Context: an optimization exercise on an open-source flow, tuned for small area, a short achievable clock period and few clock cycles. The choices shown serve that exercise and are no tape-out recipe.
At most, simulation tests tie the RTL to the original design; equivalence was not proved.
No activity file was given, so power comes from the tool's default toggle rates.

==> build 46 <==
==> flow/design.v <==
package ppu_tile_pkg;
  typedef logic [16-1:0] pattern_t;  
  typedef logic [4-1:0] row_id_t;  
  typedef logic [5-1:0] popcount_t;  
  typedef logic [16-1:0] subset_vec_t;  
  function automatic popcount_t count_ones(input pattern_t pat);
    popcount_t n;
    n = '0;
    for (int i = 0; i < 16; i++) begin
      n = n + {{(5-1){1'b0}}, pat[i]};
    end
    count_ones = n;
  endfunction
endpackage
`timescale 1ns/10ps
module ppu_top (
  input  logic                   clk,
  input  logic                   rst_n,
  input  logic                   tile_wr_en,
  input  logic [4-1:0]  tile_wr_addr,
  input  logic [16-1:0] tile_wr_data,
  input  logic [4-1:0]  tile_rd_addr,
  output logic [16-1:0] tile_rd_data,
  output logic [5-1:0]   popcount_rd_data,
  input  logic                   tile_start,
  input  logic                   cfg_auto_repeat,
  output logic                   ppu_busy,
  output logic                   tile_done,
  output logic                   task_valid,
  input  logic                   task_ready,
  output logic [4-1:0]  task_row_id,
  output logic [4-1:0]  task_prefix_id,
  output logic                   task_root,
  output logic [16-1:0] task_pattern,
  output logic [5-1:0]   task_popcount
);
  localparam int R = 16;
  localparam int S = 16;
  localparam int RW = 4;
  localparam int PW = 5;
  logic [R-1:0][S-1:0]  row_pat;
  logic [R-1:0][PW-1:0] row_pc;
  logic          wr_v;
  logic [RW-1:0] wr_a;
  logic [S-1:0]  wr_d;
  logic [PW-1:0] wr_pc;
  assign wr_pc = ppu_tile_pkg::count_ones(wr_d);
  always_ff @(posedge clk) begin
    if (!rst_n) begin
      wr_v <= 1'b0;
    end else begin
      wr_v <= tile_wr_en;
    end
    wr_a <= tile_wr_addr;
    wr_d <= tile_wr_data;
  end
  logic [S-1:0]  pat_wdata;
  logic [PW-1:0] pc_wdata;
  assign pat_wdata = tile_wr_data & {S{rst_n}};
  assign pc_wdata  = wr_pc & {PW{rst_n}};
  always_ff @(posedge clk) begin
    for (int r = 0; r < R; r++) begin
      if (!rst_n || (tile_wr_en && tile_wr_addr == r[RW-1:0])) row_pat[r] <= pat_wdata;
      if (!rst_n || (wr_v && wr_a == r[RW-1:0])) row_pc[r] <= pc_wdata;
    end
  end
  always_ff @(posedge clk) begin
    tile_rd_data     <= row_pat[tile_rd_addr];
    popcount_rd_data <= (wr_v && wr_a == tile_rd_addr) ? wr_pc : row_pc[tile_rd_addr];
  end
  logic [RW-1:0] nrow;  
  logic [S-1:0]  q_pat;
  logic [PW-1:0] q_pc;
  logic [R-1:0]  cand;  
  logic [R-1:0]  keep [PW+1];
  logic [PW-1:0] best_pc;
  logic [R-1:0]  win;  
  logic [S-1:0]  pre_pat;
  logic [RW-1:0] pre_id;
  logic          found;
  assign q_pat = row_pat[nrow];
  assign q_pc  = ppu_tile_pkg::count_ones(q_pat);
  always_comb begin
    for (int r = 0; r < R; r++) begin
      cand[r] = (r < {28'd0, nrow}) && (row_pat[r] != '0)
                && ((row_pat[r] & ~q_pat) == '0);
    end
  end
  always_comb begin
    keep[PW] = cand;
    for (int b = PW-1; b >= 0; b--) begin
      logic [R-1:0] hit;
      for (int r = 0; r < R; r++) hit[r] = keep[b+1][r] && row_pc[r][b];
      best_pc[b] = |hit;
      keep[b]    = best_pc[b] ? hit : keep[b+1];
    end
  end
  always_comb begin
    logic seen;
    seen = 1'b0;
    for (int r = 0; r < R; r++) begin
      win[r] = keep[0][r] && !seen;
      seen   = seen || keep[0][r];
    end
  end
  always_comb begin
    pre_pat = '0;
    pre_id  = '0;
    for (int r = 0; r < R; r++) begin
      pre_pat = pre_pat | (row_pat[r] & {S{win[r]}});
      pre_id  = pre_id | (r[RW-1:0] & {RW{win[r]}});
    end
  end
  assign found = |cand;
  logic busy;
  logic xfer;
  logic last;
  logic start;
  logic load;
  assign xfer  = task_valid && task_ready;
  assign last  = task_row_id == {RW{1'b1}};
  assign start = tile_start && !busy;
  assign load  = start || (xfer && !(last && !cfg_auto_repeat));
  always_ff @(posedge clk) begin
    if (!rst_n) begin
      busy       <= 1'b0;
      task_valid <= 1'b0;
      tile_done  <= 1'b0;
      nrow       <= '0;
    end else begin
      tile_done <= xfer && last;
      if (start) busy <= 1'b1;
      else if (tile_done && !task_valid) busy <= 1'b0;
      if (load) begin
        task_valid <= 1'b1;
        nrow       <= nrow + 1'b1;
      end else if (xfer) begin
        task_valid <= 1'b0;
      end
    end
  end
  always_ff @(posedge clk) begin
    if (load) begin
      task_row_id    <= nrow;
      task_prefix_id <= pre_id;
      task_root      <= !found;
      task_pattern   <= q_pat ^ pre_pat;
      task_popcount  <= q_pc - best_pc;
    end
  end
  assign ppu_busy = busy;
endmodule
==> flow/flow/run.sh <==
#!/bin/bash
# Standard layout, with timing repair aimed well below the 30 ns clock:
# repair_timing works until every path has this much setup slack.
set -euo pipefail
export SETUP_SLACK_MARGIN=23
bash standard.sh > standard.log 2>&1
==> flow/standard.sh <==
#!/bin/bash
# synth_recipe.tcl (not shown) runs the flow's synth.tcl, then flattens the netlist and writes it again
# the make line also repeats each setting of config.mk as NAME=value (left out here)
make -C /OpenROAD-flow-scripts/flow DESIGN_CONFIG=/design/flow/config.mk WORK_HOME=/design/flow/orfs CLKGATE_MAP_FILE= SYNTH_SCRIPT=/design/flow/synth_recipe.tcl "${@:-finish}"
==> flow/config.mk <==
export PLATFORM = sky130hd
export DESIGN_NAME = ppu_top
export DESIGN_NICKNAME = ppu_top
export VERILOG_FILES = /design/flow/design.v
export SDC_FILE = /design/flow/constraint.sdc
export NUM_CORES = 4
export LEC_CHECK = 0
export CAP_MARGIN = 20
export CORE_MARGIN = 2
export CORE_UTILIZATION = 35
export SLEW_MARGIN = 20
==> flow/constraint.sdc <==
create_clock -name core_clock -period 30.0 [get_ports {clk}]
set_input_delay 6.0000 -clock core_clock [delete_from_list [all_inputs] [get_ports {clk}]]
set_output_delay 6.0000 -clock core_clock [all_outputs]
set_load 0.01 [all_outputs]
==> trial 22: changes against build 46 <==
--- a/flow/design.v
+++ b/flow/design.v
@@ -11,4 +11,26 @@
     end
     count_ones = n;
+  endfunction
+  function automatic logic [1:0] fa(input logic a, input logic b, input logic c);
+    fa = {(a & b) | (c & (a ^ b)), a ^ b ^ c};
+  endfunction
+  function automatic popcount_t count_ones_tree(input pattern_t p);
+    logic [1:0] s0 [5];  
+    logic [1:0] t0, t1, u0, u1, v0, v1, w0;
+    logic       b0;
+    logic [1:0] c1, c2, c3, d1, d2;
+    for (int i = 0; i < 5; i++) s0[i] = fa(p[3*i], p[3*i+1], p[3*i+2]);
+    t0 = fa(s0[0][0], s0[1][0], s0[2][0]);
+    t1 = fa(s0[3][0], s0[4][0], p[15]);
+    u0 = fa(t0[0], t1[0], 1'b0);
+    b0 = u0[0];
+    c1 = fa(s0[0][1], s0[1][1], s0[2][1]);
+    c2 = fa(s0[3][1], s0[4][1], t0[1]);
+    c3 = fa(t1[1], u0[1], 1'b0);
+    d1 = fa(c1[0], c2[0], c3[0]);
+    v0 = fa(c1[1], c2[1], c3[1]);
+    v1 = fa(v0[0], d1[1], 1'b0);
+    w0 = fa(v0[1], v1[1], 1'b0);
+    count_ones_tree = {w0[1], w0[0], v1[0], d1[0], b0};
   endfunction
 endpackage
@@ -69,8 +91,42 @@
     popcount_rd_data <= (wr_v && wr_a == tile_rd_addr) ? wr_pc : row_pc[tile_rd_addr];
   end
+  logic          busy;
+  logic          xfer;
+  logic          last;
+  logic          start;
+  logic          load;
+  logic          idle_a;  
+  logic          go;      
+  logic          pend;    
+  logic          row0_wr;  
   logic [RW-1:0] nrow;  
   logic [S-1:0]  q_pat;
-  logic [PW-1:0] q_pc;
-  logic [R-1:0]  cand;  
+  logic [R-1:0]  cand_n;
+  logic [R-1:0]  a_cand;  
+  logic [S-1:0]  a_pat;
+  assign xfer   = task_valid && task_ready;
+  assign last   = task_row_id == {RW{1'b1}};
+  assign start  = tile_start && !busy;
+  assign go     = (start && !row0_wr) || pend;
+  assign load   = go || (xfer && !(last && !cfg_auto_repeat));
+  assign idle_a = !busy && !go;
+  assign q_pat = row_pat[nrow];
+  always_comb begin
+    for (int r = 0; r < R; r++) begin
+      cand_n[r] = (r < {28'd0, nrow}) && ((row_pat[r] & ~q_pat) == '0);
+    end
+  end
+  always_ff @(posedge clk) begin
+    if (!rst_n) begin
+      a_cand <= '0;
+      a_pat  <= '0;
+    end else if (idle_a) begin
+      a_cand <= '0;
+      a_pat  <= row_pat[0];
+    end else if (load) begin
+      a_cand <= cand_n;
+      a_pat  <= q_pat;
+    end
+  end
   logic [R-1:0]  keep [PW+1];
   logic [PW-1:0] best_pc;
@@ -78,15 +134,8 @@
   logic [S-1:0]  pre_pat;
   logic [RW-1:0] pre_id;
-  logic          found;
-  assign q_pat = row_pat[nrow];
-  assign q_pc  = ppu_tile_pkg::count_ones(q_pat);
+  logic          root;
+  logic [PW-1:0] a_pc;
   always_comb begin
-    for (int r = 0; r < R; r++) begin
-      cand[r] = (r < {28'd0, nrow}) && (row_pat[r] != '0)
-                && ((row_pat[r] & ~q_pat) == '0);
-    end
-  end
-  always_comb begin
-    keep[PW] = cand;
+    keep[PW] = a_cand;
     for (int b = PW-1; b >= 0; b--) begin
       logic [R-1:0] hit;
@@ -112,22 +161,18 @@
     end
   end
-  assign found = |cand;
-  logic busy;
-  logic xfer;
-  logic last;
-  logic start;
-  logic load;
-  assign xfer  = task_valid && task_ready;
-  assign last  = task_row_id == {RW{1'b1}};
-  assign start = tile_start && !busy;
-  assign load  = start || (xfer && !(last && !cfg_auto_repeat));
+  assign root = best_pc == '0;
+  assign a_pc = ppu_tile_pkg::count_ones_tree(a_pat);
   always_ff @(posedge clk) begin
     if (!rst_n) begin
       busy       <= 1'b0;
+      pend       <= 1'b0;
+      row0_wr    <= 1'b0;
       task_valid <= 1'b0;
       tile_done  <= 1'b0;
-      nrow       <= '0;
+      nrow       <= 4'd1;
     end else begin
       tile_done <= xfer && last;
+      pend      <= start && row0_wr;
+      row0_wr   <= tile_wr_en && tile_wr_addr == '0;
       if (start) busy <= 1'b1;
       else if (tile_done && !task_valid) busy <= 1'b0;
@@ -142,9 +187,9 @@
   always_ff @(posedge clk) begin
     if (load) begin
-      task_row_id    <= nrow;
-      task_prefix_id <= pre_id;
-      task_root      <= !found;
-      task_pattern   <= q_pat ^ pre_pat;
-      task_popcount  <= q_pc - best_pc;
+      task_row_id    <= nrow - 1'b1;
+      task_prefix_id <= root ? '0 : pre_id;
+      task_root      <= root;
+      task_pattern   <= a_pat ^ pre_pat;  
+      task_popcount  <= a_pc - best_pc;
     end
   end
==> flow/flow/run.sh (replaced) <==
#!/bin/bash
# Standard layout, with timing repair aimed well below the 30 ns clock:
# repair_timing works until every path has this much setup slack.
set -euo pipefail
export SETUP_SLACK_MARGIN=22.85
bash standard.sh > standard.log 2>&1
- TNS_END_PERCENT: not set -> 0
==> notes <==
Against trial 22, the clock skew of build 46 is higher by 0.0014 ns. Trial 22 completed without violations. Build 46 finished clean. First-iteration DRC count: build 46 is larger than trial 22 (about 36%). Against trial 22, the sequential share of layout area of build 46 is lower by 8.8 points. Of build 46 and trial 22, build 46 has the higher via count (gap 26%, measured against trial 22). In build 46 the synthesized area is higher than in trial 22, by about 1.3%. Of build 46 and trial 22, build 46 has the higher synthesized cell count (gap 12%, measured against trial 22). Between build 46 and trial 22, the lower clock-buffer cell count is in build 46 (gap 4).
==> figures <==
Status: trial 22 timing/DRC/antenna clean; build 46 timing/DRC/antenna clean
Mean instance size in the synthesized netlist: trial 22 13.43 µm²; build 46 12.17 µm²
Die area: trial 22 0.07280 mm²; build 46 0.07376 mm²
Clock network share of area: trial 22 5.608%; build 46 5.113%
Tap cell count: trial 22 940; build 46 950
Total Nets Final: trial 22 1995; build 46 2476
Placement Rows: trial 22 97; build 46 98
Adder-Cell Fraction of Synth Area: trial 22 2.590%; build 46 2.626%
Non-filler cells in the finished layout: trial 22 2909; build 46 3400
Number of global-route vias before repair: trial 22 19170; build 46 23120
Metal3 WL: trial 22 15870 µm; build 46 23130 µm
Final hold slack: trial 22 0.4700 ns; build 46 0.5498 ns
Power in sequential cells: trial 22 0.000936 W; build 46 0.000942 W
Chip height: trial 22 269.8 µm; build 46 271.6 µm
Number of placed cells counting well taps: trial 22 2786; build 46 3041
Testbench counts of trial 22, summed over its fixed seeds: cycles 13,663.
For build 46, only the layout was checked, not whether the RTL still works.

-- port drivers added, routing unchanged --
Ports are ideal in the flow. The routed layouts listed here were re-timed in OpenROAD.
Step 1: set_driving_cell puts a clkbuf_16 on clk and a buf_2 on each other input, an assumption about the parent block.
Step 2 times the ports against the registers' clock, not the clock port: input delays grow and output delays shrink by t, the midpoint of the rising clock arrivals with the driver on.
Slacks: ideal ports / drivers / drivers and shift; pairs: ideal ports / drivers.
| run | t (ns) | slack for setup (ns) | worst data-port slew with drivers (ns) |
|---|---|---|---|
| build 46 | 0.677 | 20.131 / 20.131 / 20.131 | 0.37 |
| trial 22 | 0.655 | 22.694 / 22.642 / 21.987 | 0.25 |
After both steps every run listed still meets setup and hold. The setup slack of trial 22, which loses most, moves by -0.052 ns with the drivers and by -0.707 ns with both steps.
